What follows belongs to an exercise in optimizing a design on an open flow for small area, a short achievable clock period and few clock cycles; a production flow would make more cautious choices.
The RTL was checked by simulation tests, not by an equivalence proof against the original design.

File: flow/flow/run.sh
#!/bin/bash
set -euo pipefail
export BUFFER_PORTS_ARGS="-buffer_cell sky130_fd_sc_hd__buf_2"
bash standard.sh finish > standard.log 2>&1
File: flow/standard.sh
#!/bin/bash
# synth_recipe.tcl (not shown) runs the flow's synth.tcl, then flattens the netlist and writes it again
# the make line also repeats each setting of config.mk as NAME=value (left out here)
make -C /OpenROAD-flow-scripts/flow DESIGN_CONFIG=/design/flow/config.mk WORK_HOME=/design/flow/orfs CLKGATE_MAP_FILE= SYNTH_SCRIPT=/design/flow/synth_recipe.tcl "${@:-finish}"
File: flow/config.mk
export PLATFORM = sky130hd
export DESIGN_NAME = window_mac5_acc
export DESIGN_NICKNAME = window_mac5_acc
export VERILOG_FILES = /design/flow/design.v
export SDC_FILE = /design/flow/constraint.sdc
export NUM_CORES = 4
export LEC_CHECK = 0
export CAP_MARGIN = 20
export CORE_MARGIN = 2
export CORE_UTILIZATION = 40
export CTS_CLUSTER_DIAMETER = 100
export CTS_CLUSTER_SIZE = 22
export SETUP_SLACK_MARGIN = 4.8
export SLEW_MARGIN = 20
File: flow/constraint.sdc
create_clock -name core_clock -period 7.5 [get_ports {clk}]
set_input_delay 1.5000 -clock core_clock [delete_from_list [all_inputs] [get_ports {clk}]]
set_output_delay 1.5000 -clock core_clock [all_outputs]
set_load 0.01 [all_outputs]
File: flow/design.v
package window_mac5_acc_pkg;
  typedef enum logic [1:0] {IDLE, ACCUM, DRAIN, OUT} state_t;
  localparam int DEF_WORD_WIDTH = 16;
  localparam int DEF_FRAC_BITS = 8;
endpackage
module booth_enc (
  input  logic [15:0] w,
  output logic [7:0] one,
  output logic [7:0] two,
  output logic [7:0] neg
);
  assign one[0] = w[0] ^ 1'b0;
  assign two[0] = (w[1] & ~w[0] & ~1'b0) | (~w[1] & w[0] & 1'b0);
  assign neg[0] = w[1];
  assign one[1] = w[2] ^ w[1];
  assign two[1] = (w[3] & ~w[2] & ~w[1]) | (~w[3] & w[2] & w[1]);
  assign neg[1] = w[3];
  assign one[2] = w[4] ^ w[3];
  assign two[2] = (w[5] & ~w[4] & ~w[3]) | (~w[5] & w[4] & w[3]);
  assign neg[2] = w[5];
  assign one[3] = w[6] ^ w[5];
  assign two[3] = (w[7] & ~w[6] & ~w[5]) | (~w[7] & w[6] & w[5]);
  assign neg[3] = w[7];
  assign one[4] = w[8] ^ w[7];
  assign two[4] = (w[9] & ~w[8] & ~w[7]) | (~w[9] & w[8] & w[7]);
  assign neg[4] = w[9];
  assign one[5] = w[10] ^ w[9];
  assign two[5] = (w[11] & ~w[10] & ~w[9]) | (~w[11] & w[10] & w[9]);
  assign neg[5] = w[11];
  assign one[6] = w[12] ^ w[11];
  assign two[6] = (w[13] & ~w[12] & ~w[11]) | (~w[13] & w[12] & w[11]);
  assign neg[6] = w[13];
  assign one[7] = w[14] ^ w[13];
  assign two[7] = (w[15] & ~w[14] & ~w[13]) | (~w[15] & w[14] & w[13]);
  assign neg[7] = w[15];
endmodule
module pp_sum (
  input  logic [7:0] one,
  input  logic [7:0] two,
  input  logic [7:0] neg,
  input  logic [18:0] x,
  output logic [41:0] pa,
  output logic [41:0] pb,
  output logic [41:0] pc
);
  logic [20:0] xe;
  assign xe = {{2{x[18]}}, x};
  logic [19:0] pp0;
  assign pp0 = ({20{one[0]}} & xe[19:0] | {20{two[0]}} & {xe[18:0], 1'b0}) ^ {20{neg[0]}};
  logic [19:0] pp1;
  assign pp1 = ({20{one[1]}} & xe[19:0] | {20{two[1]}} & {xe[18:0], 1'b0}) ^ {20{neg[1]}};
  logic [19:0] pp2;
  assign pp2 = ({20{one[2]}} & xe[19:0] | {20{two[2]}} & {xe[18:0], 1'b0}) ^ {20{neg[2]}};
  logic [19:0] pp3;
  assign pp3 = ({20{one[3]}} & xe[19:0] | {20{two[3]}} & {xe[18:0], 1'b0}) ^ {20{neg[3]}};
  logic [19:0] pp4;
  assign pp4 = ({20{one[4]}} & xe[19:0] | {20{two[4]}} & {xe[18:0], 1'b0}) ^ {20{neg[4]}};
  logic [19:0] pp5;
  assign pp5 = ({20{one[5]}} & xe[19:0] | {20{two[5]}} & {xe[18:0], 1'b0}) ^ {20{neg[5]}};
  logic [19:0] pp6;
  assign pp6 = ({20{one[6]}} & xe[19:0] | {20{two[6]}} & {xe[18:0], 1'b0}) ^ {20{neg[6]}};
  logic [19:0] pp7;
  assign pp7 = ({20{one[7]}} & xe[19:0] | {20{two[7]}} & {xe[18:0], 1'b0}) ^ {20{neg[7]}};
  logic as1, ac1;
  assign as1 = neg[2] ^ pp0[4];
  assign ac1 = neg[2] & pp0[4];
  logic as2, ac2;
  assign as2 = pp0[5] ^ pp1[3];
  assign ac2 = pp0[5] & pp1[3];
  logic as3, ac3;
  assign as3 = neg[3] ^ pp0[6] ^ pp1[4];
  assign ac3 = (neg[3] & pp0[6]) | (neg[3] & pp1[4]) | (pp0[6] & pp1[4]);
  logic as4, ac4;
  assign as4 = pp2[2] ^ pp3[0];
  assign ac4 = pp2[2] & pp3[0];
  logic as5, ac5;
  assign as5 = pp0[7] ^ pp1[5] ^ pp2[3];
  assign ac5 = (pp0[7] & pp1[5]) | (pp0[7] & pp2[3]) | (pp1[5] & pp2[3]);
  logic as6, ac6;
  assign as6 = pp3[1] ^ ac4;
  assign ac6 = pp3[1] & ac4;
  logic as7, ac7;
  assign as7 = neg[4] ^ pp0[8] ^ pp1[6];
  assign ac7 = (neg[4] & pp0[8]) | (neg[4] & pp1[6]) | (pp0[8] & pp1[6]);
  logic as8, ac8;
  assign as8 = pp2[4] ^ pp3[2] ^ pp4[0];
  assign ac8 = (pp2[4] & pp3[2]) | (pp2[4] & pp4[0]) | (pp3[2] & pp4[0]);
  logic as9, ac9;
  assign as9 = ac5 ^ ac6;
  assign ac9 = ac5 & ac6;
  logic as10, ac10;
  assign as10 = pp0[9] ^ pp1[7] ^ pp2[5];
  assign ac10 = (pp0[9] & pp1[7]) | (pp0[9] & pp2[5]) | (pp1[7] & pp2[5]);
  logic as11, ac11;
  assign as11 = pp3[3] ^ pp4[1] ^ ac7;
  assign ac11 = (pp3[3] & pp4[1]) | (pp3[3] & ac7) | (pp4[1] & ac7);
  logic as12, ac12;
  assign as12 = ac8 ^ as10;
  assign ac12 = ac8 & as10;
  logic as13, ac13;
  assign as13 = neg[5] ^ pp0[10] ^ pp1[8];
  assign ac13 = (neg[5] & pp0[10]) | (neg[5] & pp1[8]) | (pp0[10] & pp1[8]);
  logic as14, ac14;
  assign as14 = pp2[6] ^ pp3[4] ^ pp4[2];
  assign ac14 = (pp2[6] & pp3[4]) | (pp2[6] & pp4[2]) | (pp3[4] & pp4[2]);
  logic as15, ac15;
  assign as15 = pp5[0] ^ ac10 ^ as13;
  assign ac15 = (pp5[0] & ac10) | (pp5[0] & as13) | (ac10 & as13);
  logic as16, ac16;
  assign as16 = as14 ^ ac12;
  assign ac16 = as14 & ac12;
  logic as17, ac17;
  assign as17 = pp0[11] ^ pp1[9] ^ pp2[7];
  assign ac17 = (pp0[11] & pp1[9]) | (pp0[11] & pp2[7]) | (pp1[9] & pp2[7]);
  logic as18, ac18;
  assign as18 = pp3[5] ^ pp4[3] ^ pp5[1];
  assign ac18 = (pp3[5] & pp4[3]) | (pp3[5] & pp5[1]) | (pp4[3] & pp5[1]);
  logic as19, ac19;
  assign as19 = ac13 ^ ac14 ^ as17;
  assign ac19 = (ac13 & ac14) | (ac13 & as17) | (ac14 & as17);
  logic as20, ac20;
  assign as20 = as18 ^ ac15;
  assign ac20 = as18 & ac15;
  logic as21, ac21;
  assign as21 = neg[6] ^ pp0[12] ^ pp1[10];
  assign ac21 = (neg[6] & pp0[12]) | (neg[6] & pp1[10]) | (pp0[12] & pp1[10]);
  logic as22, ac22;
  assign as22 = pp2[8] ^ pp3[6] ^ pp4[4];
  assign ac22 = (pp2[8] & pp3[6]) | (pp2[8] & pp4[4]) | (pp3[6] & pp4[4]);
  logic as23, ac23;
  assign as23 = pp5[2] ^ pp6[0] ^ ac17;
  assign ac23 = (pp5[2] & pp6[0]) | (pp5[2] & ac17) | (pp6[0] & ac17);
  logic as24, ac24;
  assign as24 = ac18 ^ as21 ^ as22;
  assign ac24 = (ac18 & as21) | (ac18 & as22) | (as21 & as22);
  logic as25, ac25;
  assign as25 = ac19 ^ as23;
  assign ac25 = ac19 & as23;
  logic as26, ac26;
  assign as26 = pp0[13] ^ pp1[11] ^ pp2[9];
  assign ac26 = (pp0[13] & pp1[11]) | (pp0[13] & pp2[9]) | (pp1[11] & pp2[9]);
  logic as27, ac27;
  assign as27 = pp3[7] ^ pp4[5] ^ pp5[3];
  assign ac27 = (pp3[7] & pp4[5]) | (pp3[7] & pp5[3]) | (pp4[5] & pp5[3]);
  logic as28, ac28;
  assign as28 = pp6[1] ^ ac21 ^ ac22;
  assign ac28 = (pp6[1] & ac21) | (pp6[1] & ac22) | (ac21 & ac22);
  logic as29, ac29;
  assign as29 = as26 ^ as27 ^ ac23;
  assign ac29 = (as26 & as27) | (as26 & ac23) | (as27 & ac23);
  logic as30, ac30;
  assign as30 = ac24 ^ as28;
  assign ac30 = ac24 & as28;
  logic as31, ac31;
  assign as31 = neg[7] ^ pp0[14] ^ pp1[12];
  assign ac31 = (neg[7] & pp0[14]) | (neg[7] & pp1[12]) | (pp0[14] & pp1[12]);
  logic as32, ac32;
  assign as32 = pp2[10] ^ pp3[8] ^ pp4[6];
  assign ac32 = (pp2[10] & pp3[8]) | (pp2[10] & pp4[6]) | (pp3[8] & pp4[6]);
  logic as33, ac33;
  assign as33 = pp5[4] ^ pp6[2] ^ pp7[0];
  assign ac33 = (pp5[4] & pp6[2]) | (pp5[4] & pp7[0]) | (pp6[2] & pp7[0]);
  logic as34, ac34;
  assign as34 = ac26 ^ ac27 ^ as31;
  assign ac34 = (ac26 & ac27) | (ac26 & as31) | (ac27 & as31);
  logic as35, ac35;
  assign as35 = as32 ^ as33 ^ ac28;
  assign ac35 = (as32 & as33) | (as32 & ac28) | (as33 & ac28);
  logic as36, ac36;
  assign as36 = as34 ^ ac30;
  assign ac36 = as34 & ac30;
  logic as37, ac37;
  assign as37 = pp0[15] ^ pp1[13] ^ pp2[11];
  assign ac37 = (pp0[15] & pp1[13]) | (pp0[15] & pp2[11]) | (pp1[13] & pp2[11]);
  logic as38, ac38;
  assign as38 = pp3[9] ^ pp4[7] ^ pp5[5];
  assign ac38 = (pp3[9] & pp4[7]) | (pp3[9] & pp5[5]) | (pp4[7] & pp5[5]);
  logic as39, ac39;
  assign as39 = pp6[3] ^ pp7[1] ^ ac31;
  assign ac39 = (pp6[3] & pp7[1]) | (pp6[3] & ac31) | (pp7[1] & ac31);
  logic as40, ac40;
  assign as40 = ac32 ^ ac33 ^ as37;
  assign ac40 = (ac32 & ac33) | (ac32 & as37) | (ac33 & as37);
  logic as41, ac41;
  assign as41 = as38 ^ ac34 ^ as39;
  assign ac41 = (as38 & ac34) | (as38 & as39) | (ac34 & as39);
  logic as42, ac42;
  assign as42 = as40 ^ ac35;
  assign ac42 = as40 & ac35;
  logic as43, ac43;
  assign as43 = pp0[16] ^ pp1[14] ^ pp2[12];
  assign ac43 = (pp0[16] & pp1[14]) | (pp0[16] & pp2[12]) | (pp1[14] & pp2[12]);
  logic as44, ac44;
  assign as44 = pp3[10] ^ pp4[8] ^ pp5[6];
  assign ac44 = (pp3[10] & pp4[8]) | (pp3[10] & pp5[6]) | (pp4[8] & pp5[6]);
  logic as45, ac45;
  assign as45 = pp6[4] ^ pp7[2] ^ ac37;
  assign ac45 = (pp6[4] & pp7[2]) | (pp6[4] & ac37) | (pp7[2] & ac37);
  logic as46, ac46;
  assign as46 = ac38 ^ as43 ^ as44;
  assign ac46 = (ac38 & as43) | (ac38 & as44) | (as43 & as44);
  logic as47, ac47;
  assign as47 = ac39 ^ ac40 ^ as45;
  assign ac47 = (ac39 & ac40) | (ac39 & as45) | (ac40 & as45);
  logic as48, ac48;
  assign as48 = as46 ^ ac41;
  assign ac48 = as46 & ac41;
  logic as49, ac49;
  assign as49 = pp0[17] ^ pp1[15] ^ pp2[13];
  assign ac49 = (pp0[17] & pp1[15]) | (pp0[17] & pp2[13]) | (pp1[15] & pp2[13]);
  logic as50, ac50;
  assign as50 = pp3[11] ^ pp4[9] ^ pp5[7];
  assign ac50 = (pp3[11] & pp4[9]) | (pp3[11] & pp5[7]) | (pp4[9] & pp5[7]);
  logic as51, ac51;
  assign as51 = pp6[5] ^ pp7[3] ^ ac43;
  assign ac51 = (pp6[5] & pp7[3]) | (pp6[5] & ac43) | (pp7[3] & ac43);
  logic as52, ac52;
  assign as52 = ac44 ^ as49 ^ as50;
  assign ac52 = (ac44 & as49) | (ac44 & as50) | (as49 & as50);
  logic as53, ac53;
  assign as53 = ac45 ^ ac46 ^ as51;
  assign ac53 = (ac45 & ac46) | (ac45 & as51) | (ac46 & as51);
  logic as54, ac54;
  assign as54 = as52 ^ ac47;
  assign ac54 = as52 & ac47;
  logic as55, ac55;
  assign as55 = pp0[18] ^ pp1[16] ^ pp2[14];
  assign ac55 = (pp0[18] & pp1[16]) | (pp0[18] & pp2[14]) | (pp1[16] & pp2[14]);
  logic as56, ac56;
  assign as56 = pp3[12] ^ pp4[10] ^ pp5[8];
  assign ac56 = (pp3[12] & pp4[10]) | (pp3[12] & pp5[8]) | (pp4[10] & pp5[8]);
  logic as57, ac57;
  assign as57 = pp6[6] ^ pp7[4] ^ ac49;
  assign ac57 = (pp6[6] & pp7[4]) | (pp6[6] & ac49) | (pp7[4] & ac49);
  logic as58, ac58;
  assign as58 = ac50 ^ as55 ^ as56;
  assign ac58 = (ac50 & as55) | (ac50 & as56) | (as55 & as56);
  logic as59, ac59;
  assign as59 = ac51 ^ ac52 ^ as57;
  assign ac59 = (ac51 & ac52) | (ac51 & as57) | (ac52 & as57);
  logic as60, ac60;
  assign as60 = as58 ^ ac53;
  assign ac60 = as58 & ac53;
  logic as61, ac61;
  assign as61 = 1'b1 ^ ~pp0[19] ^ pp1[17];
  assign ac61 = (1'b1 & ~pp0[19]) | (1'b1 & pp1[17]) | (~pp0[19] & pp1[17]);
  logic as62, ac62;
  assign as62 = pp2[15] ^ pp3[13] ^ pp4[11];
  assign ac62 = (pp2[15] & pp3[13]) | (pp2[15] & pp4[11]) | (pp3[13] & pp4[11]);
  logic as63, ac63;
  assign as63 = pp5[9] ^ pp6[7] ^ pp7[5];
  assign ac63 = (pp5[9] & pp6[7]) | (pp5[9] & pp7[5]) | (pp6[7] & pp7[5]);
  logic as64, ac64;
  assign as64 = ac55 ^ ac56 ^ as61;
  assign ac64 = (ac55 & ac56) | (ac55 & as61) | (ac56 & as61);
  logic as65, ac65;
  assign as65 = as62 ^ as63 ^ ac57;
  assign ac65 = (as62 & as63) | (as62 & ac57) | (as63 & ac57);
  logic as66, ac66;
  assign as66 = ac58 ^ as64 ^ as65;
  assign ac66 = (ac58 & as64) | (ac58 & as65) | (as64 & as65);
  logic as67, ac67;
  assign as67 = 1'b1 ^ pp1[18] ^ pp2[16];
  assign ac67 = (1'b1 & pp1[18]) | (1'b1 & pp2[16]) | (pp1[18] & pp2[16]);
  logic as68, ac68;
  assign as68 = pp3[14] ^ pp4[12] ^ pp5[10];
  assign ac68 = (pp3[14] & pp4[12]) | (pp3[14] & pp5[10]) | (pp4[12] & pp5[10]);
  logic as69, ac69;
  assign as69 = pp6[8] ^ pp7[6] ^ ac61;
  assign ac69 = (pp6[8] & pp7[6]) | (pp6[8] & ac61) | (pp7[6] & ac61);
  logic as70, ac70;
  assign as70 = ac62 ^ ac63 ^ as67;
  assign ac70 = (ac62 & ac63) | (ac62 & as67) | (ac63 & as67);
  logic as71, ac71;
  assign as71 = as68 ^ ac64 ^ as69;
  assign ac71 = (as68 & ac64) | (as68 & as69) | (ac64 & as69);
  logic as72, ac72;
  assign as72 = as70 ^ ac65;
  assign ac72 = as70 & ac65;
  logic as73, ac73;
  assign as73 = ~pp1[19] ^ pp2[17] ^ pp3[15];
  assign ac73 = (~pp1[19] & pp2[17]) | (~pp1[19] & pp3[15]) | (pp2[17] & pp3[15]);
  logic as74, ac74;
  assign as74 = pp4[13] ^ pp5[11] ^ pp6[9];
  assign ac74 = (pp4[13] & pp5[11]) | (pp4[13] & pp6[9]) | (pp5[11] & pp6[9]);
  logic as75, ac75;
  assign as75 = pp7[7] ^ ac67 ^ ac68;
  assign ac75 = (pp7[7] & ac67) | (pp7[7] & ac68) | (ac67 & ac68);
  logic as76, ac76;
  assign as76 = as73 ^ as74 ^ ac69;
  assign ac76 = (as73 & as74) | (as73 & ac69) | (as74 & ac69);
  logic as77, ac77;
  assign as77 = ac70 ^ as75 ^ as76;
  assign ac77 = (ac70 & as75) | (ac70 & as76) | (as75 & as76);
  logic as78, ac78;
  assign as78 = 1'b1 ^ pp2[18] ^ pp3[16];
  assign ac78 = (1'b1 & pp2[18]) | (1'b1 & pp3[16]) | (pp2[18] & pp3[16]);
  logic as79, ac79;
  assign as79 = pp4[14] ^ pp5[12] ^ pp6[10];
  assign ac79 = (pp4[14] & pp5[12]) | (pp4[14] & pp6[10]) | (pp5[12] & pp6[10]);
  logic as80, ac80;
  assign as80 = pp7[8] ^ ac73 ^ ac74;
  assign ac80 = (pp7[8] & ac73) | (pp7[8] & ac74) | (ac73 & ac74);
  logic as81, ac81;
  assign as81 = as78 ^ as79 ^ ac75;
  assign ac81 = (as78 & as79) | (as78 & ac75) | (as79 & ac75);
  logic as82, ac82;
  assign as82 = as80 ^ ac76;
  assign ac82 = as80 & ac76;
  logic as83, ac83;
  assign as83 = ~pp2[19] ^ pp3[17] ^ pp4[15];
  assign ac83 = (~pp2[19] & pp3[17]) | (~pp2[19] & pp4[15]) | (pp3[17] & pp4[15]);
  logic as84, ac84;
  assign as84 = pp5[13] ^ pp6[11] ^ pp7[9];
  assign ac84 = (pp5[13] & pp6[11]) | (pp5[13] & pp7[9]) | (pp6[11] & pp7[9]);
  logic as85, ac85;
  assign as85 = ac78 ^ ac79 ^ as83;
  assign ac85 = (ac78 & ac79) | (ac78 & as83) | (ac79 & as83);
  logic as86, ac86;
  assign as86 = as84 ^ ac80 ^ as85;
  assign ac86 = (as84 & ac80) | (as84 & as85) | (ac80 & as85);
  logic as87, ac87;
  assign as87 = 1'b1 ^ pp3[18] ^ pp4[16];
  assign ac87 = (1'b1 & pp3[18]) | (1'b1 & pp4[16]) | (pp3[18] & pp4[16]);
  logic as88, ac88;
  assign as88 = pp5[14] ^ pp6[12] ^ pp7[10];
  assign ac88 = (pp5[14] & pp6[12]) | (pp5[14] & pp7[10]) | (pp6[12] & pp7[10]);
  logic as89, ac89;
  assign as89 = ac83 ^ ac84 ^ as87;
  assign ac89 = (ac83 & ac84) | (ac83 & as87) | (ac84 & as87);
  logic as90, ac90;
  assign as90 = as88 ^ ac85;
  assign ac90 = as88 & ac85;
  logic as91, ac91;
  assign as91 = ~pp3[19] ^ pp4[17] ^ pp5[15];
  assign ac91 = (~pp3[19] & pp4[17]) | (~pp3[19] & pp5[15]) | (pp4[17] & pp5[15]);
  logic as92, ac92;
  assign as92 = pp6[13] ^ pp7[11] ^ ac87;
  assign ac92 = (pp6[13] & pp7[11]) | (pp6[13] & ac87) | (pp7[11] & ac87);
  logic as93, ac93;
  assign as93 = ac88 ^ as91 ^ ac89;
  assign ac93 = (ac88 & as91) | (ac88 & ac89) | (as91 & ac89);
  logic as94, ac94;
  assign as94 = 1'b1 ^ pp4[18] ^ pp5[16];
  assign ac94 = (1'b1 & pp4[18]) | (1'b1 & pp5[16]) | (pp4[18] & pp5[16]);
  logic as95, ac95;
  assign as95 = pp6[14] ^ pp7[12] ^ ac91;
  assign ac95 = (pp6[14] & pp7[12]) | (pp6[14] & ac91) | (pp7[12] & ac91);
  logic as96, ac96;
  assign as96 = as94 ^ ac92;
  assign ac96 = as94 & ac92;
  logic as97, ac97;
  assign as97 = ~pp4[19] ^ pp5[17] ^ pp6[15];
  assign ac97 = (~pp4[19] & pp5[17]) | (~pp4[19] & pp6[15]) | (pp5[17] & pp6[15]);
  logic as98, ac98;
  assign as98 = pp7[13] ^ ac94 ^ as97;
  assign ac98 = (pp7[13] & ac94) | (pp7[13] & as97) | (ac94 & as97);
  logic as99, ac99;
  assign as99 = 1'b1 ^ pp5[18] ^ pp6[16];
  assign ac99 = (1'b1 & pp5[18]) | (1'b1 & pp6[16]) | (pp5[18] & pp6[16]);
  logic as100, ac100;
  assign as100 = pp7[14] ^ ac97;
  assign ac100 = pp7[14] & ac97;
  logic as101, ac101;
  assign as101 = ~pp5[19] ^ pp6[17] ^ pp7[15];
  assign ac101 = (~pp5[19] & pp6[17]) | (~pp5[19] & pp7[15]) | (pp6[17] & pp7[15]);
  logic as102, ac102;
  assign as102 = 1'b1 ^ pp6[18];
  assign ac102 = 1'b1 & pp6[18];
  assign pa[0] = neg[0];
  assign pb[0] = pp0[0];
  assign pc[0] = 1'b0;
  assign pa[1] = pp0[1];
  assign pb[1] = 1'b0;
  assign pc[1] = 1'b0;
  assign pa[2] = neg[1];
  assign pb[2] = pp0[2];
  assign pc[2] = pp1[0];
  assign pa[3] = pp0[3];
  assign pb[3] = pp1[1];
  assign pc[3] = 1'b0;
  assign pa[4] = pp1[2];
  assign pb[4] = pp2[0];
  assign pc[4] = as1;
  assign pa[5] = pp2[1];
  assign pb[5] = ac1;
  assign pc[5] = as2;
  assign pa[6] = ac2;
  assign pb[6] = as4;
  assign pc[6] = as3;
  assign pa[7] = ac3;
  assign pb[7] = as5;
  assign pc[7] = as6;
  assign pa[8] = as7;
  assign pb[8] = as8;
  assign pc[8] = as9;
  assign pa[9] = ac9;
  assign pb[9] = as12;
  assign pc[9] = as11;
  assign pa[10] = ac11;
  assign pb[10] = as15;
  assign pc[10] = as16;
  assign pa[11] = ac16;
  assign pb[11] = as19;
  assign pc[11] = as20;
  assign pa[12] = as24;
  assign pb[12] = ac20;
  assign pc[12] = as25;
  assign pa[13] = ac25;
  assign pb[13] = as30;
  assign pc[13] = as29;
  assign pa[14] = ac29;
  assign pb[14] = as35;
  assign pc[14] = as36;
  assign pa[15] = ac36;
  assign pb[15] = as41;
  assign pc[15] = as42;
  assign pa[16] = as47;
  assign pb[16] = ac42;
  assign pc[16] = as48;
  assign pa[17] = as53;
  assign pb[17] = ac48;
  assign pc[17] = as54;
  assign pa[18] = as59;
  assign pb[18] = ac54;
  assign pc[18] = as60;
  assign pa[19] = ac59;
  assign pb[19] = ac60;
  assign pc[19] = as66;
  assign pa[20] = as71;
  assign pb[20] = as72;
  assign pc[20] = ac66;
  assign pa[21] = ac71;
  assign pb[21] = ac72;
  assign pc[21] = as77;
  assign pa[22] = as81;
  assign pb[22] = as82;
  assign pc[22] = ac77;
  assign pa[23] = ac81;
  assign pb[23] = as86;
  assign pc[23] = ac82;
  assign pa[24] = as89;
  assign pb[24] = as90;
  assign pc[24] = ac86;
  assign pa[25] = as92;
  assign pb[25] = ac90;
  assign pc[25] = as93;
  assign pa[26] = as95;
  assign pb[26] = as96;
  assign pc[26] = ac93;
  assign pa[27] = ac95;
  assign pb[27] = as98;
  assign pc[27] = ac96;
  assign pa[28] = as99;
  assign pb[28] = as100;
  assign pc[28] = ac98;
  assign pa[29] = ac99;
  assign pb[29] = as101;
  assign pc[29] = ac100;
  assign pa[30] = pp7[16];
  assign pb[30] = as102;
  assign pc[30] = ac101;
  assign pa[31] = ~pp6[19];
  assign pb[31] = pp7[17];
  assign pc[31] = ac102;
  assign pa[32] = 1'b1;
  assign pb[32] = pp7[18];
  assign pc[32] = 1'b0;
  assign pa[33] = ~pp7[19];
  assign pb[33] = 1'b0;
  assign pc[33] = 1'b0;
  assign pa[34] = 1'b1;
  assign pb[34] = 1'b0;
  assign pc[34] = 1'b0;
  assign pa[35] = 1'b1;
  assign pb[35] = 1'b0;
  assign pc[35] = 1'b0;
  assign pa[36] = 1'b1;
  assign pb[36] = 1'b0;
  assign pc[36] = 1'b0;
  assign pa[37] = 1'b1;
  assign pb[37] = 1'b0;
  assign pc[37] = 1'b0;
  assign pa[38] = 1'b1;
  assign pb[38] = 1'b0;
  assign pc[38] = 1'b0;
  assign pa[39] = 1'b1;
  assign pb[39] = 1'b0;
  assign pc[39] = 1'b0;
  assign pa[40] = 1'b1;
  assign pb[40] = 1'b0;
  assign pc[40] = 1'b0;
  assign pa[41] = 1'b1;
  assign pb[41] = 1'b0;
  assign pc[41] = 1'b0;
endmodule
module acc_add (
  input  logic [41:0] acc,
  input  logic [12:0] cin,
  input  logic [41:0] pa,
  input  logic [41:0] pb,
  input  logic [41:0] pc,
  output logic [41:0] acc_n,
  output logic [12:0] cout
);
  logic [41:0] r0, r1;
  logic bs1, bc1;
  assign bs1 = acc[0] ^ pa[0] ^ pb[0];
  assign bc1 = (acc[0] & pa[0]) | (acc[0] & pb[0]) | (pa[0] & pb[0]);
  logic bs2, bc2;
  assign bs2 = acc[1] ^ pa[1] ^ pb[1];
  assign bc2 = (acc[1] & pa[1]) | (acc[1] & pb[1]) | (pa[1] & pb[1]);
  logic bs3, bc3;
  assign bs3 = pc[1] ^ bc1;
  assign bc3 = pc[1] & bc1;
  logic bs4, bc4;
  assign bs4 = acc[2] ^ pa[2] ^ pb[2];
  assign bc4 = (acc[2] & pa[2]) | (acc[2] & pb[2]) | (pa[2] & pb[2]);
  logic bs5, bc5;
  assign bs5 = pc[2] ^ bc2 ^ bs4;
  assign bc5 = (pc[2] & bc2) | (pc[2] & bs4) | (bc2 & bs4);
  logic bs6, bc6;
  assign bs6 = acc[3] ^ pa[3] ^ pb[3];
  assign bc6 = (acc[3] & pa[3]) | (acc[3] & pb[3]) | (pa[3] & pb[3]);
  logic bs7, bc7;
  assign bs7 = pc[3] ^ bc4 ^ bs6;
  assign bc7 = (pc[3] & bc4) | (pc[3] & bs6) | (bc4 & bs6);
  logic bs8, bc8;
  assign bs8 = acc[4] ^ pa[4] ^ pb[4];
  assign bc8 = (acc[4] & pa[4]) | (acc[4] & pb[4]) | (pa[4] & pb[4]);
  logic bs9, bc9;
  assign bs9 = pc[4] ^ bc6 ^ bs8;
  assign bc9 = (pc[4] & bc6) | (pc[4] & bs8) | (bc6 & bs8);
  logic bs10, bc10;
  assign bs10 = acc[5] ^ pa[5] ^ pb[5];
  assign bc10 = (acc[5] & pa[5]) | (acc[5] & pb[5]) | (pa[5] & pb[5]);
  logic bs11, bc11;
  assign bs11 = pc[5] ^ bc8 ^ bs10;
  assign bc11 = (pc[5] & bc8) | (pc[5] & bs10) | (bc8 & bs10);
  logic bs12, bc12;
  assign bs12 = acc[6] ^ pa[6] ^ pb[6];
  assign bc12 = (acc[6] & pa[6]) | (acc[6] & pb[6]) | (pa[6] & pb[6]);
  logic bs13, bc13;
  assign bs13 = pc[6] ^ bc10 ^ bs12;
  assign bc13 = (pc[6] & bc10) | (pc[6] & bs12) | (bc10 & bs12);
  logic bs14, bc14;
  assign bs14 = acc[7] ^ pa[7] ^ pb[7];
  assign bc14 = (acc[7] & pa[7]) | (acc[7] & pb[7]) | (pa[7] & pb[7]);
  logic bs15, bc15;
  assign bs15 = pc[7] ^ bc12 ^ bs14;
  assign bc15 = (pc[7] & bc12) | (pc[7] & bs14) | (bc12 & bs14);
  logic bs16, bc16;
  assign bs16 = acc[8] ^ pa[8] ^ pb[8];
  assign bc16 = (acc[8] & pa[8]) | (acc[8] & pb[8]) | (pa[8] & pb[8]);
  logic bs17, bc17;
  assign bs17 = pc[8] ^ bc14 ^ bs16;
  assign bc17 = (pc[8] & bc14) | (pc[8] & bs16) | (bc14 & bs16);
  logic bs18, bc18;
  assign bs18 = acc[9] ^ pa[9] ^ pb[9];
  assign bc18 = (acc[9] & pa[9]) | (acc[9] & pb[9]) | (pa[9] & pb[9]);
  logic bs19, bc19;
  assign bs19 = pc[9] ^ bc16 ^ bs18;
  assign bc19 = (pc[9] & bc16) | (pc[9] & bs18) | (bc16 & bs18);
  logic bs20, bc20;
  assign bs20 = acc[10] ^ pa[10] ^ pb[10];
  assign bc20 = (acc[10] & pa[10]) | (acc[10] & pb[10]) | (pa[10] & pb[10]);
  logic bs21, bc21;
  assign bs21 = pc[10] ^ bc18 ^ bs20;
  assign bc21 = (pc[10] & bc18) | (pc[10] & bs20) | (bc18 & bs20);
  logic bs22, bc22;
  assign bs22 = acc[11] ^ pa[11] ^ pb[11];
  assign bc22 = (acc[11] & pa[11]) | (acc[11] & pb[11]) | (pa[11] & pb[11]);
  logic bs23, bc23;
  assign bs23 = pc[11] ^ bc20 ^ bs22;
  assign bc23 = (pc[11] & bc20) | (pc[11] & bs22) | (bc20 & bs22);
  logic bs24, bc24;
  assign bs24 = acc[12] ^ pa[12] ^ pb[12];
  assign bc24 = (acc[12] & pa[12]) | (acc[12] & pb[12]) | (pa[12] & pb[12]);
  logic bs25, bc25;
  assign bs25 = pc[12] ^ bc22 ^ bs24;
  assign bc25 = (pc[12] & bc22) | (pc[12] & bs24) | (bc22 & bs24);
  logic bs26, bc26;
  assign bs26 = acc[13] ^ pa[13] ^ pb[13];
  assign bc26 = (acc[13] & pa[13]) | (acc[13] & pb[13]) | (pa[13] & pb[13]);
  logic bs27, bc27;
  assign bs27 = pc[13] ^ bc24 ^ bs26;
  assign bc27 = (pc[13] & bc24) | (pc[13] & bs26) | (bc24 & bs26);
  logic bs28, bc28;
  assign bs28 = acc[14] ^ pa[14] ^ pb[14];
  assign bc28 = (acc[14] & pa[14]) | (acc[14] & pb[14]) | (pa[14] & pb[14]);
  logic bs29, bc29;
  assign bs29 = pc[14] ^ bc26 ^ bs28;
  assign bc29 = (pc[14] & bc26) | (pc[14] & bs28) | (bc26 & bs28);
  logic bs30, bc30;
  assign bs30 = acc[15] ^ pa[15] ^ pb[15];
  assign bc30 = (acc[15] & pa[15]) | (acc[15] & pb[15]) | (pa[15] & pb[15]);
  logic bs31, bc31;
  assign bs31 = pc[15] ^ bc28 ^ bs30;
  assign bc31 = (pc[15] & bc28) | (pc[15] & bs30) | (bc28 & bs30);
  logic bs32, bc32;
  assign bs32 = acc[16] ^ pa[16] ^ pb[16];
  assign bc32 = (acc[16] & pa[16]) | (acc[16] & pb[16]) | (pa[16] & pb[16]);
  logic bs33, bc33;
  assign bs33 = pc[16] ^ bc30 ^ bs32;
  assign bc33 = (pc[16] & bc30) | (pc[16] & bs32) | (bc30 & bs32);
  logic bs34, bc34;
  assign bs34 = acc[17] ^ pa[17] ^ pb[17];
  assign bc34 = (acc[17] & pa[17]) | (acc[17] & pb[17]) | (pa[17] & pb[17]);
  logic bs35, bc35;
  assign bs35 = pc[17] ^ bc32 ^ bs34;
  assign bc35 = (pc[17] & bc32) | (pc[17] & bs34) | (bc32 & bs34);
  logic bs36, bc36;
  assign bs36 = acc[18] ^ pa[18] ^ pb[18];
  assign bc36 = (acc[18] & pa[18]) | (acc[18] & pb[18]) | (pa[18] & pb[18]);
  logic bs37, bc37;
  assign bs37 = pc[18] ^ bc34 ^ bs36;
  assign bc37 = (pc[18] & bc34) | (pc[18] & bs36) | (bc34 & bs36);
  logic bs38, bc38;
  assign bs38 = acc[19] ^ pa[19] ^ pb[19];
  assign bc38 = (acc[19] & pa[19]) | (acc[19] & pb[19]) | (pa[19] & pb[19]);
  logic bs39, bc39;
  assign bs39 = pc[19] ^ bc36 ^ bs38;
  assign bc39 = (pc[19] & bc36) | (pc[19] & bs38) | (bc36 & bs38);
  logic bs40, bc40;
  assign bs40 = acc[20] ^ pa[20] ^ pb[20];
  assign bc40 = (acc[20] & pa[20]) | (acc[20] & pb[20]) | (pa[20] & pb[20]);
  logic bs41, bc41;
  assign bs41 = pc[20] ^ bc38 ^ bs40;
  assign bc41 = (pc[20] & bc38) | (pc[20] & bs40) | (bc38 & bs40);
  logic bs42, bc42;
  assign bs42 = acc[21] ^ pa[21] ^ pb[21];
  assign bc42 = (acc[21] & pa[21]) | (acc[21] & pb[21]) | (pa[21] & pb[21]);
  logic bs43, bc43;
  assign bs43 = pc[21] ^ bc40 ^ bs42;
  assign bc43 = (pc[21] & bc40) | (pc[21] & bs42) | (bc40 & bs42);
  logic bs44, bc44;
  assign bs44 = acc[22] ^ pa[22] ^ pb[22];
  assign bc44 = (acc[22] & pa[22]) | (acc[22] & pb[22]) | (pa[22] & pb[22]);
  logic bs45, bc45;
  assign bs45 = pc[22] ^ bc42 ^ bs44;
  assign bc45 = (pc[22] & bc42) | (pc[22] & bs44) | (bc42 & bs44);
  logic bs46, bc46;
  assign bs46 = acc[23] ^ pa[23] ^ pb[23];
  assign bc46 = (acc[23] & pa[23]) | (acc[23] & pb[23]) | (pa[23] & pb[23]);
  logic bs47, bc47;
  assign bs47 = pc[23] ^ bc44 ^ bs46;
  assign bc47 = (pc[23] & bc44) | (pc[23] & bs46) | (bc44 & bs46);
  logic bs48, bc48;
  assign bs48 = acc[24] ^ pa[24] ^ pb[24];
  assign bc48 = (acc[24] & pa[24]) | (acc[24] & pb[24]) | (pa[24] & pb[24]);
  logic bs49, bc49;
  assign bs49 = pc[24] ^ bc46 ^ bs48;
  assign bc49 = (pc[24] & bc46) | (pc[24] & bs48) | (bc46 & bs48);
  logic bs50, bc50;
  assign bs50 = acc[25] ^ pa[25] ^ pb[25];
  assign bc50 = (acc[25] & pa[25]) | (acc[25] & pb[25]) | (pa[25] & pb[25]);
  logic bs51, bc51;
  assign bs51 = pc[25] ^ bc48 ^ bs50;
  assign bc51 = (pc[25] & bc48) | (pc[25] & bs50) | (bc48 & bs50);
  logic bs52, bc52;
  assign bs52 = acc[26] ^ pa[26] ^ pb[26];
  assign bc52 = (acc[26] & pa[26]) | (acc[26] & pb[26]) | (pa[26] & pb[26]);
  logic bs53, bc53;
  assign bs53 = pc[26] ^ bc50 ^ bs52;
  assign bc53 = (pc[26] & bc50) | (pc[26] & bs52) | (bc50 & bs52);
  logic bs54, bc54;
  assign bs54 = acc[27] ^ pa[27] ^ pb[27];
  assign bc54 = (acc[27] & pa[27]) | (acc[27] & pb[27]) | (pa[27] & pb[27]);
  logic bs55, bc55;
  assign bs55 = pc[27] ^ bc52 ^ bs54;
  assign bc55 = (pc[27] & bc52) | (pc[27] & bs54) | (bc52 & bs54);
  logic bs56, bc56;
  assign bs56 = acc[28] ^ pa[28] ^ pb[28];
  assign bc56 = (acc[28] & pa[28]) | (acc[28] & pb[28]) | (pa[28] & pb[28]);
  logic bs57, bc57;
  assign bs57 = pc[28] ^ bc54 ^ bs56;
  assign bc57 = (pc[28] & bc54) | (pc[28] & bs56) | (bc54 & bs56);
  logic bs58, bc58;
  assign bs58 = acc[29] ^ pa[29] ^ pb[29];
  assign bc58 = (acc[29] & pa[29]) | (acc[29] & pb[29]) | (pa[29] & pb[29]);
  logic bs59, bc59;
  assign bs59 = pc[29] ^ bc56 ^ bs58;
  assign bc59 = (pc[29] & bc56) | (pc[29] & bs58) | (bc56 & bs58);
  logic bs60, bc60;
  assign bs60 = acc[30] ^ pa[30] ^ pb[30];
  assign bc60 = (acc[30] & pa[30]) | (acc[30] & pb[30]) | (pa[30] & pb[30]);
  logic bs61, bc61;
  assign bs61 = pc[30] ^ bc58 ^ bs60;
  assign bc61 = (pc[30] & bc58) | (pc[30] & bs60) | (bc58 & bs60);
  logic bs62, bc62;
  assign bs62 = acc[31] ^ pa[31] ^ pb[31];
  assign bc62 = (acc[31] & pa[31]) | (acc[31] & pb[31]) | (pa[31] & pb[31]);
  logic bs63, bc63;
  assign bs63 = pc[31] ^ bc60 ^ bs62;
  assign bc63 = (pc[31] & bc60) | (pc[31] & bs62) | (bc60 & bs62);
  logic bs64, bc64;
  assign bs64 = acc[32] ^ pa[32] ^ pb[32];
  assign bc64 = (acc[32] & pa[32]) | (acc[32] & pb[32]) | (pa[32] & pb[32]);
  logic bs65, bc65;
  assign bs65 = pc[32] ^ bc62 ^ bs64;
  assign bc65 = (pc[32] & bc62) | (pc[32] & bs64) | (bc62 & bs64);
  logic bs66, bc66;
  assign bs66 = acc[33] ^ pa[33] ^ pb[33];
  assign bc66 = (acc[33] & pa[33]) | (acc[33] & pb[33]) | (pa[33] & pb[33]);
  logic bs67, bc67;
  assign bs67 = pc[33] ^ bc64 ^ bs66;
  assign bc67 = (pc[33] & bc64) | (pc[33] & bs66) | (bc64 & bs66);
  logic bs68, bc68;
  assign bs68 = acc[34] ^ pa[34] ^ pb[34];
  assign bc68 = (acc[34] & pa[34]) | (acc[34] & pb[34]) | (pa[34] & pb[34]);
  logic bs69, bc69;
  assign bs69 = pc[34] ^ bc66 ^ bs68;
  assign bc69 = (pc[34] & bc66) | (pc[34] & bs68) | (bc66 & bs68);
  logic bs70, bc70;
  assign bs70 = acc[35] ^ pa[35] ^ pb[35];
  assign bc70 = (acc[35] & pa[35]) | (acc[35] & pb[35]) | (pa[35] & pb[35]);
  logic bs71, bc71;
  assign bs71 = pc[35] ^ bc68 ^ bs70;
  assign bc71 = (pc[35] & bc68) | (pc[35] & bs70) | (bc68 & bs70);
  logic bs72, bc72;
  assign bs72 = acc[36] ^ pa[36] ^ pb[36];
  assign bc72 = (acc[36] & pa[36]) | (acc[36] & pb[36]) | (pa[36] & pb[36]);
  logic bs73, bc73;
  assign bs73 = pc[36] ^ bc70 ^ bs72;
  assign bc73 = (pc[36] & bc70) | (pc[36] & bs72) | (bc70 & bs72);
  logic bs74, bc74;
  assign bs74 = acc[37] ^ pa[37] ^ pb[37];
  assign bc74 = (acc[37] & pa[37]) | (acc[37] & pb[37]) | (pa[37] & pb[37]);
  logic bs75, bc75;
  assign bs75 = pc[37] ^ bc72 ^ bs74;
  assign bc75 = (pc[37] & bc72) | (pc[37] & bs74) | (bc72 & bs74);
  logic bs76, bc76;
  assign bs76 = acc[38] ^ pa[38] ^ pb[38];
  assign bc76 = (acc[38] & pa[38]) | (acc[38] & pb[38]) | (pa[38] & pb[38]);
  logic bs77, bc77;
  assign bs77 = pc[38] ^ bc74 ^ bs76;
  assign bc77 = (pc[38] & bc74) | (pc[38] & bs76) | (bc74 & bs76);
  logic bs78, bc78;
  assign bs78 = acc[39] ^ pa[39] ^ pb[39];
  assign bc78 = (acc[39] & pa[39]) | (acc[39] & pb[39]) | (pa[39] & pb[39]);
  logic bs79, bc79;
  assign bs79 = pc[39] ^ bc76 ^ bs78;
  assign bc79 = (pc[39] & bc76) | (pc[39] & bs78) | (bc76 & bs78);
  logic bs80, bc80;
  assign bs80 = acc[40] ^ pa[40] ^ pb[40];
  assign bc80 = (acc[40] & pa[40]) | (acc[40] & pb[40]) | (pa[40] & pb[40]);
  logic bs81, bc81;
  assign bs81 = pc[40] ^ bc78 ^ bs80;
  assign bc81 = (pc[40] & bc78) | (pc[40] & bs80) | (bc78 & bs80);
  logic bs82, bc82;
  assign bs82 = acc[41] ^ pa[41] ^ pb[41];
  assign bc82 = (acc[41] & pa[41]) | (acc[41] & pb[41]) | (pa[41] & pb[41]);
  logic bs83, bc83;
  assign bs83 = pc[41] ^ bc80 ^ bs82;
  assign bc83 = (pc[41] & bc80) | (pc[41] & bs82) | (bc80 & bs82);
  assign r0[0] = pc[0];
  assign r1[0] = bs1;
  assign r0[1] = bs2;
  assign r1[1] = bs3;
  assign r0[2] = bc3;
  assign r1[2] = bs5;
  assign r0[3] = bc5;
  assign r1[3] = bs7;
  assign r0[4] = bc7;
  assign r1[4] = bs9;
  assign r0[5] = bc9;
  assign r1[5] = bs11;
  assign r0[6] = bc11;
  assign r1[6] = bs13;
  assign r0[7] = bc13;
  assign r1[7] = bs15;
  assign r0[8] = bc15;
  assign r1[8] = bs17;
  assign r0[9] = bc17;
  assign r1[9] = bs19;
  assign r0[10] = bc19;
  assign r1[10] = bs21;
  assign r0[11] = bc21;
  assign r1[11] = bs23;
  assign r0[12] = bc23;
  assign r1[12] = bs25;
  assign r0[13] = bc25;
  assign r1[13] = bs27;
  assign r0[14] = bc27;
  assign r1[14] = bs29;
  assign r0[15] = bc29;
  assign r1[15] = bs31;
  assign r0[16] = bc31;
  assign r1[16] = bs33;
  assign r0[17] = bc33;
  assign r1[17] = bs35;
  assign r0[18] = bc35;
  assign r1[18] = bs37;
  assign r0[19] = bc37;
  assign r1[19] = bs39;
  assign r0[20] = bc39;
  assign r1[20] = bs41;
  assign r0[21] = bc41;
  assign r1[21] = bs43;
  assign r0[22] = bc43;
  assign r1[22] = bs45;
  assign r0[23] = bc45;
  assign r1[23] = bs47;
  assign r0[24] = bc47;
  assign r1[24] = bs49;
  assign r0[25] = bc49;
  assign r1[25] = bs51;
  assign r0[26] = bc51;
  assign r1[26] = bs53;
  assign r0[27] = bc53;
  assign r1[27] = bs55;
  assign r0[28] = bc55;
  assign r1[28] = bs57;
  assign r0[29] = bc57;
  assign r1[29] = bs59;
  assign r0[30] = bc59;
  assign r1[30] = bs61;
  assign r0[31] = bc61;
  assign r1[31] = bs63;
  assign r0[32] = bc63;
  assign r1[32] = bs65;
  assign r0[33] = bc65;
  assign r1[33] = bs67;
  assign r0[34] = bc67;
  assign r1[34] = bs69;
  assign r0[35] = bc69;
  assign r1[35] = bs71;
  assign r0[36] = bc71;
  assign r1[36] = bs73;
  assign r0[37] = bc73;
  assign r1[37] = bs75;
  assign r0[38] = bc75;
  assign r1[38] = bs77;
  assign r0[39] = bc77;
  assign r1[39] = bs79;
  assign r0[40] = bc79;
  assign r1[40] = bs81;
  assign r0[41] = bc81;
  assign r1[41] = bs83;
  assign {cout[0], acc_n[2:0]} = 4'(r0[2:0]) + 4'(r1[2:0]) + 4'(1'b0);
  assign {cout[1], acc_n[5:3]} = 4'(r0[5:3]) + 4'(r1[5:3]) + 4'(cin[0]);
  assign {cout[2], acc_n[8:6]} = 4'(r0[8:6]) + 4'(r1[8:6]) + 4'(cin[1]);
  assign {cout[3], acc_n[11:9]} = 4'(r0[11:9]) + 4'(r1[11:9]) + 4'(cin[2]);
  assign {cout[4], acc_n[14:12]} = 4'(r0[14:12]) + 4'(r1[14:12]) + 4'(cin[3]);
  assign {cout[5], acc_n[17:15]} = 4'(r0[17:15]) + 4'(r1[17:15]) + 4'(cin[4]);
  assign {cout[6], acc_n[20:18]} = 4'(r0[20:18]) + 4'(r1[20:18]) + 4'(cin[5]);
  assign {cout[7], acc_n[23:21]} = 4'(r0[23:21]) + 4'(r1[23:21]) + 4'(cin[6]);
  assign {cout[8], acc_n[26:24]} = 4'(r0[26:24]) + 4'(r1[26:24]) + 4'(cin[7]);
  assign {cout[9], acc_n[29:27]} = 4'(r0[29:27]) + 4'(r1[29:27]) + 4'(cin[8]);
  assign {cout[10], acc_n[32:30]} = 4'(r0[32:30]) + 4'(r1[32:30]) + 4'(cin[9]);
  assign {cout[11], acc_n[35:33]} = 4'(r0[35:33]) + 4'(r1[35:33]) + 4'(cin[10]);
  assign {cout[12], acc_n[38:36]} = 4'(r0[38:36]) + 4'(r1[38:36]) + 4'(cin[11]);
  assign acc_n[41:39] = r0[41:39] + r1[41:39] + 3'(cin[12]);
endmodule
import window_mac5_acc_pkg::*;
module window_mac5_acc #(
  parameter int WORD_WIDTH = window_mac5_acc_pkg::DEF_WORD_WIDTH,
  parameter int FRAC_BITS  = window_mac5_acc_pkg::DEF_FRAC_BITS,
  parameter int CNT_WIDTH  = 8
) (
  input  logic                  clk,
  input  logic                  rst,
  input  logic                  w_load,
  input  logic [2:0]            w_idx,
  input  logic [WORD_WIDTH-1:0] w_data,
  input  logic                  start,
  input  logic [CNT_WIDTH-1:0]  acc_len,
  input  logic                  in_valid,
  input  logic [WORD_WIDTH-1:0] data_in_0,
  input  logic [WORD_WIDTH-1:0] data_in_1,
  input  logic [WORD_WIDTH-1:0] data_in_2,
  input  logic [WORD_WIDTH-1:0] data_in_3,
  input  logic [WORD_WIDTH-1:0] data_in_4,
  output logic                  busy,
  output logic                  out_valid,
  output logic [WORD_WIDTH-1:0] out_data
);
  localparam int XW = WORD_WIDTH + 3;             
  localparam int SW = 2 * WORD_WIDTH + CNT_WIDTH + 2;   
  localparam int PW = SW;                         
  localparam int L1 = 5;                          
  localparam int L2 = 10;                         
  localparam int L3 = 15;
  localparam logic [CNT_WIDTH-1:0] DONE_CNT = CNT_WIDTH'(-7);
  localparam int CH = 3;                          
  localparam int LO = WORD_WIDTH + FRAC_BITS;     
  localparam int NCH = (SW + CH - 1) / CH;
  logic [4:0][WORD_WIDTH-1:0] weight;
  logic [4:0][WORD_WIDTH-1:0] window;
  logic [4:0][XW-1:0] x_sum, x_keep, x_add, x_nxt;
  logic [4:0] x_c1, x_c2, x_c3, c1_nxt, c2_nxt, c3_nxt;
  logic [4:0] ring;
  logic [4:0] w_set;       
  logic [XW-1:0] xr, x_sel, x_pick;
  logic c1_sel, c2_sel, c3_sel;
  logic [WORD_WIDTH-1:0] w_sel;
  logic [WORD_WIDTH/2-1:0] one, two, neg, one_r, two_r, neg_r;
  logic [PW-1:0] pa, pb, pc, pa_r, pb_r, pc_r;
  logic [SW-1:0] acc, acc_nxt, pend;
  logic [LO:0] sum_lo;
  logic [SW-LO-1:0] sum_hi;
  logic sign;
  logic [NCH-2:0] acc_cy, cy_nxt;
  logic [CNT_WIDTH-1:0] cnt;
  logic accum;
  logic idle, busy_nx;
  logic [4:0] ring_nx, keep;
  logic go, accept, last, fire;
  logic [WORD_WIDTH-1:0] result;
  logic in_range;
  assign window = {data_in_4, data_in_3, data_in_2, data_in_1, data_in_0};
  assign go = idle && start && acc_len != '0;
  assign accept = accum && in_valid;
  assign last = accept && cnt == CNT_WIDTH'(1);
  assign fire = !idle && !accum && cnt == DONE_CNT;
  assign busy_nx = idle ? go : !fire;
  assign ring_nx = {ring[3:0], ring[4]};
  for (genvar i = 0; i < 5; i++) begin : g_tap
    assign x_keep[i] = keep[i] ? x_sum[i] : XW'(0);
    assign x_add[i] = accept ? XW'($signed(window[i])) : XW'(0);
    assign {c1_nxt[i], x_nxt[i][L1-1:0]} = (L1+1)'(x_keep[i][L1-1:0]) + (L1+1)'(x_add[i][L1-1:0]);
    assign {c2_nxt[i], x_nxt[i][L2-1:L1]} = (L2-L1+1)'(x_keep[i][L2-1:L1])
                                          + (L2-L1+1)'(x_add[i][L2-1:L1]) + (L2-L1+1)'(keep[i] && x_c1[i]);
    assign {c3_nxt[i], x_nxt[i][L3-1:L2]} = (L3-L2+1)'(x_keep[i][L3-1:L2])
                                          + (L3-L2+1)'(x_add[i][L3-1:L2]) + (L3-L2+1)'(keep[i] && x_c2[i]);
    assign x_nxt[i][XW-1:L3] = x_keep[i][XW-1:L3] + x_add[i][XW-1:L3] + (XW-L3)'(keep[i] && x_c3[i]);
  end
  always_comb begin
    x_sel = '0;
    c1_sel = 1'b0;
    c2_sel = 1'b0;
    c3_sel = 1'b0;
    w_sel = '0;
    for (int i = 0; i < 5; i++) begin
      x_sel = x_sel | ({XW{ring[i]}} & x_sum[i]);
      c1_sel = c1_sel | (ring[i] & x_c1[i]);
      c2_sel = c2_sel | (ring[i] & x_c2[i]);
      c3_sel = c3_sel | (ring[i] & x_c3[i]);
      w_sel = w_sel | ({WORD_WIDTH{ring[i] && w_set[i]}} & weight[i]);
    end
  end
  assign x_pick = {x_sel[XW-1:L1] + (XW-L1)'({c3_sel, {(L3-L2-1){1'b0}}, c2_sel, {(L2-L1-1){1'b0}}, c1_sel}),
                   x_sel[L1-1:0]};
  booth_enc u_enc (
    .w(w_sel),
    .one(one),
    .two(two),
    .neg(neg)
  );
  pp_sum u_pp (
    .one(one_r),
    .two(two_r),
    .neg(neg_r),
    .x(xr),
    .pa(pa),
    .pb(pb),
    .pc(pc)
  );
  acc_add u_acc (
    .acc(acc),
    .cin(acc_cy),
    .pa(pa_r),
    .pb(pb_r),
    .pc(pc_r),
    .acc_n(acc_nxt),
    .cout(cy_nxt)
  );
  always_comb begin
    pend = '0;
    for (int c = 1; c < NCH; c++) pend[c*CH] = acc_cy[c-1];
  end
  assign sum_lo = (LO+1)'(acc[LO-1:0]) + (LO+1)'(pend[LO-1:0]);
  assign sum_hi = acc[SW-1:LO] + pend[SW-1:LO];
  always_comb begin
    if (!sum_lo[LO]) begin
      in_range = sum_lo[LO-1] ? &sum_hi : ~|sum_hi;
      sign = sum_hi[SW-LO-1];
    end else begin
      in_range = sum_lo[LO-1] ? (&sum_hi[SW-LO-1:1] && !sum_hi[0]) : &sum_hi;
      sign = sum_hi[SW-LO-1] ^ (&sum_hi[SW-LO-2:0]);
    end
  end
  assign result = in_range ? sum_lo[LO-1:FRAC_BITS] : {sign, {(WORD_WIDTH-1){~sign}}};
  always_ff @(posedge clk) begin
    x_sum <= x_nxt;
    x_c1 <= c1_nxt;
    x_c2 <= c2_nxt;
    x_c3 <= c3_nxt;
    xr <= (idle || rst) ? '0 : x_pick;
    one_r <= one;
    two_r <= two;
    neg_r <= neg;
    pa_r <= pa;
    pb_r <= pb;
    pc_r <= pc;
    for (int i = 0; i < 5; i++)
      if (idle && w_load && w_idx == 3'(i)) weight[i] <= w_data;
    acc <= idle ? SW'(1 << (FRAC_BITS - 1)) : acc_nxt;
    acc_cy <= idle ? '0 : cy_nxt;
    keep <= (busy_nx && !rst) ? ~ring_nx : '0;
    cnt <= idle ? acc_len : cnt - CNT_WIDTH'(!accum || in_valid);
    if (rst) begin
      ring <= 5'b00001;
      busy <= 1'b0;
      idle <= 1'b1;
      accum <= 1'b0;
      out_valid <= 1'b0;
      out_data <= '0;
      w_set <= '0;
    end else begin
      ring <= ring_nx;
      busy <= busy_nx;
      idle <= !busy_nx;
      accum <= accum ? !last : go;
      out_valid <= fire;
      if (fire) out_data <= result;
      for (int i = 0; i < 5; i++)
        if (idle && w_load && w_idx == 3'(i)) w_set[i] <= 1'b1;
    end
  end
endmodule
==> impl_metrics.ini <==
[yosys]
cell_type_with_the_largest_total_area_after_synthesis = sky130_fd_sc_hd__dfxtp_1
ys_seq_elements = 425
syn_avg_cell_area_sq_um = 10.5
synth_ff_type = sky130_fd_sc_hd__dfxtp_1
yosysWarnings = 1
netlist_top_cells_count = sky130_fd_sc_hd__dfxtp_1, sky130_fd_sc_hd__inv_1, sky130_fd_sc_hd__fa_1
sequential_cell_area_fraction_in_the_yosys_report_pct = 37.2
cell_count_after_synthesis = 2393
post_synth_num_cell_types = 75
synthTopCellsByArea = sky130_fd_sc_hd__dfxtp_1, sky130_fd_sc_hd__fa_1, sky130_fd_sc_hd__edfxtp_1
ys_async_sr_fraction_pct = 0
yosysTopAreaCellShare_pct = 27.6
synth_enable_flop_cells = 80
yosys.cell_count.top_type = sky130_fd_sc_hd__dfxtp_1
mappedNetlistArea_sq_um = 25000
mappedNetlistNets = 2862

[clocking]
clockBufferDepth = 3
insertion_delay_ns = 0.58
clk_transition_reported_paths_ns = 0.09
cts-buffers-inserted = 25
clk_root_buffer_cell = sky130_fd_sc_hd__clkbuf_16
tritoncts_num_sinks = 425
cts.htree.levels = 1
tritoncts = built
hold_buffers = 0

[routing]
detail_route.vias_per_cell = 5.23
routed_wl_um = 62500
antenna_violating_nets_post_route = 0
drtPass1Iterations = 8
wl_per_cell_um = 18.6
total_via_count_in_the_routed_design = 17500
drt_first_iter_violations = 1409
post-route-drc-count = 0

[finish]
ff_latch_area_sq_um = 9470
final_net_count = 2973
insertedDiodeCount = 0
multiInputGateArea_sq_um = 14900
layout-area-overhead-vs-synth_pct = 14.3
fillCellCount = 5717
layout-drive-gt1-share_pct = 18.8

[sta]
post-route-period-util_pct = 37.7
timing_worst_slew_pin_value_ns = 0.936
final-setup-viol-count = 0
slew_violations = 0
timing.max_slew.rel_slack_pct = 37.5
final_period_minus_worst_setup_slack_ns = 2.83
report.final.hold_viol_count = 0
hold-worst-slack_ns = 0.469
achievable-frequency_mhz = 354
setup_total_negative_slack_ns = 0
clock-skew-final_ns = 0.0206
grt_setup_unrepaired = true

[floorplanning]
core_region_area_sq_um = 61800
width_of_the_die_um = 254
ios = 130
core.rowCount = 91
floorplan.die.height_um = 254
starting_density_of_the_core_pct = 40.5
die-area_sq_um = 64600

[global_route]
wire_length_of_the_first_global_routing_pass_um = 100000
grt-ovfl-total = 0
largest_net_degree_at_the_start_of_global_routing = 67
overall_track_demand_over_capacity_in_global_routing_pct = 19.4
first_global_vias = 18200
grt_antenna_before_repair = 1

[run]
cap_violations = 0

[power]
sequential_power_share_pct = 49.4
share_comb_of_total_power_pct = 23.7
total_leakage_power_nw = 12.7
power_report.internal_total_mw = 3.71
ir_worst_vdd_mv = 0.137
total_switching_power_mw = 1.63
p_total_mw = 5.34
power_density_nw_per_um2 = 187
clock_network_fraction_of_total_power_pct = 26.9
switching_share_pct = 30.6

[critical_path]
timing.critical_path.from_type = flop
cp_max_fo = 8
timing.critical_path.slowest_stage_cell = sky130_fd_sc_hd__or4b_4
critPathCaptureType = flop
crit_path_cell_trace = ha_4, a311o_1, or4b_4, mux2i_2, o2111a_1, nand4_1, a211oi_4, buf_12, buf_12, a211oi_1
reg2reg_from = acc[27]$_SDFF_PP0_
data_arrival_critical_path_ns = 3.29
worst_ep_required_time_ns = 7.96
critical_path.most_common_cell = sky130_fd_sc_hd__buf_12
critical_path.top_delay_family = compound AO/OA/AOI/OAI gates
setup.worst_path.class = reg -> reg
cp_num_buf_inv = 2
startpoint = acc[27]$_SDFF_PP0_
crit_path_max_incr_delay_ns = 0.52

[placed_design]
io_buffer_count = 129
hpwl_after_detailed_placement_um = 43100
place_congestion = 0.851

[hold_path]
worst_hold_startpoint = w_set[0]$_SDFFE_PP0P_
hold_path_class = reg -> reg

[status]
result_of_the_run = finished clean
[per-stage QoR]
step | worst slack, ns | area [sq um] | std cells | utilization [%]
2_1_floorplan | 4.47 | 25400 | 2393 | -
3_3_place_gp | 3.72 | 26500 | 3228 | 42.9
3_5_place_dp | 3.67 | 26500 | 3228 | 42.9
4_1_cts | 4.72 | 28100 | 3323 | 45.5
5_1_grt | 4.56 | 28600 | 3352 | 46.3
6_report | 4.67 | 28600 | 3352 | 46.3
[final cells by class]
cell class | count | share of cell area (%)
Clock buffer | 31 | 2.27
Sequential cell | 425 | 33.1
Inverter | 219 | 2.90
Tap cell | 837 | 3.66
Multi-Input combinational cell | 1603 | 52.1
Timing Repair Buffer | 230 | 5.69
Clock inverter | 7 | 0.262
[final timing paths]
kind / to / slack (ns) / depth (start not counted)
max: out_data[1]$_SDFFE_PP0P_ / 4.67 / 10
min reg2reg: w_set[0]$_SDFFE_PP0P_ / 0.47 / 1
min: w_set[0]$_SDFFE_PP0P_ / 0.47 / 1
max reg2reg: out_data[1]$_SDFFE_PP0P_ / 4.67 / 10
[flip-flops by register name, indices dropped and copies added, names as in the netlist, 8 cells and up]
register / cells
xr: 19
neg_r: 8
acc: 42
cnt: 8
two_r: 8
pa_r: 33
out_data: 16
acc_cy: 13
x_sum: 95
weight: 80
one_r: 8
pb_r: 32
pc_r: 29
[power by group through the flow]
stage	clock, mW	combinational (mW)	sequential (mW)
2_1_floorplan	0	0.948	2.61
3_3_place_gp	0	1.11	2.69
3_5_place_dp	0	1.17	2.69
4_1_cts	1.48	1.26	2.65
5_1_grt	1.56	1.47	2.66
6_report	1.44	1.27	2.64
[cell families after synthesis]
family	share of synthesized area, %
AOI/OAI and AO/OA	12.9
DFF	37.2
adders and majority gates	23.7
xor gates and xnor gates	9.79
and+or+nand+nor	10.5
muxes	0.215
buffers and inverters	5.68
[metal layers]
layer	GRT usage (%)	up-vias	wire [um]
met5	0	-	0
met4	4.00	0	1090
met3	2.17	69	3130
met2	33.2	452	30100
met1	26.6	8724	28100
li1	-	8276	-
[cells in the final DEF, fill, tap and decap left out, types with 38 or more instances in the layout]
cell and instances:
sky130_fd_sc_hd__buf_4 84, sky130_fd_sc_hd__nand2_1 154, sky130_fd_sc_hd__xnor2_1 189, sky130_fd_sc_hd__buf_2 128, sky130_fd_sc_hd__edfxtp_1 80, sky130_fd_sc_hd__a22oi_1 179
sky130_fd_sc_hd__dfxtp_1 294, sky130_fd_sc_hd__dfxtp_4 38, sky130_fd_sc_hd__fa_1 169, sky130_fd_sc_hd__nor2_1 99, sky130_fd_sc_hd__and3_1 64, sky130_fd_sc_hd__a21o_1 62
sky130_fd_sc_hd__and2_1 79, sky130_fd_sc_hd__ha_1 148, sky130_fd_sc_hd__inv_1 200, sky130_fd_sc_hd__xor2_1 88
[repair_timing]
item | 4_1_cts | 5_1_grt
buffers inserted | 51 | 28
resized for setup | 108 | 68
pin swaps | 15 | 29
cloned | 6 | 1
endpoints found under the setup margin | 160 | 49
Testbench counts, summed over its fixed seeds: cycles 17,141.

-- port drivers added, routing unchanged --
No port has a modelled driver above. Below, the same layout with a new extraction and two added sets of constraints. Step 1 assumes that a clkbuf_16 drives the clock port and a buf_2 every other input. Step 2, shift: input delay + t, output delay - t, t = (earliest + latest rising clock arrival at the registers) / 2. This alone moves slack from input paths to output paths. Slacks: ideal / step 1 / step 2; pairs: ideal / step 1.
shift t [ns]: 0.633
slack for setup (ns): 4.673 / 4.673 / 4.238
clock arrival spread, ns: 0.025 / 0.025
worst slew at a driven data input, ns: 0.08
pins driven straight from the clock port: 1
After both steps this run still meets setup and hold. For this run, drivers alone change the setup slack by 0.000 ns; drivers and shift together by -0.435 ns.
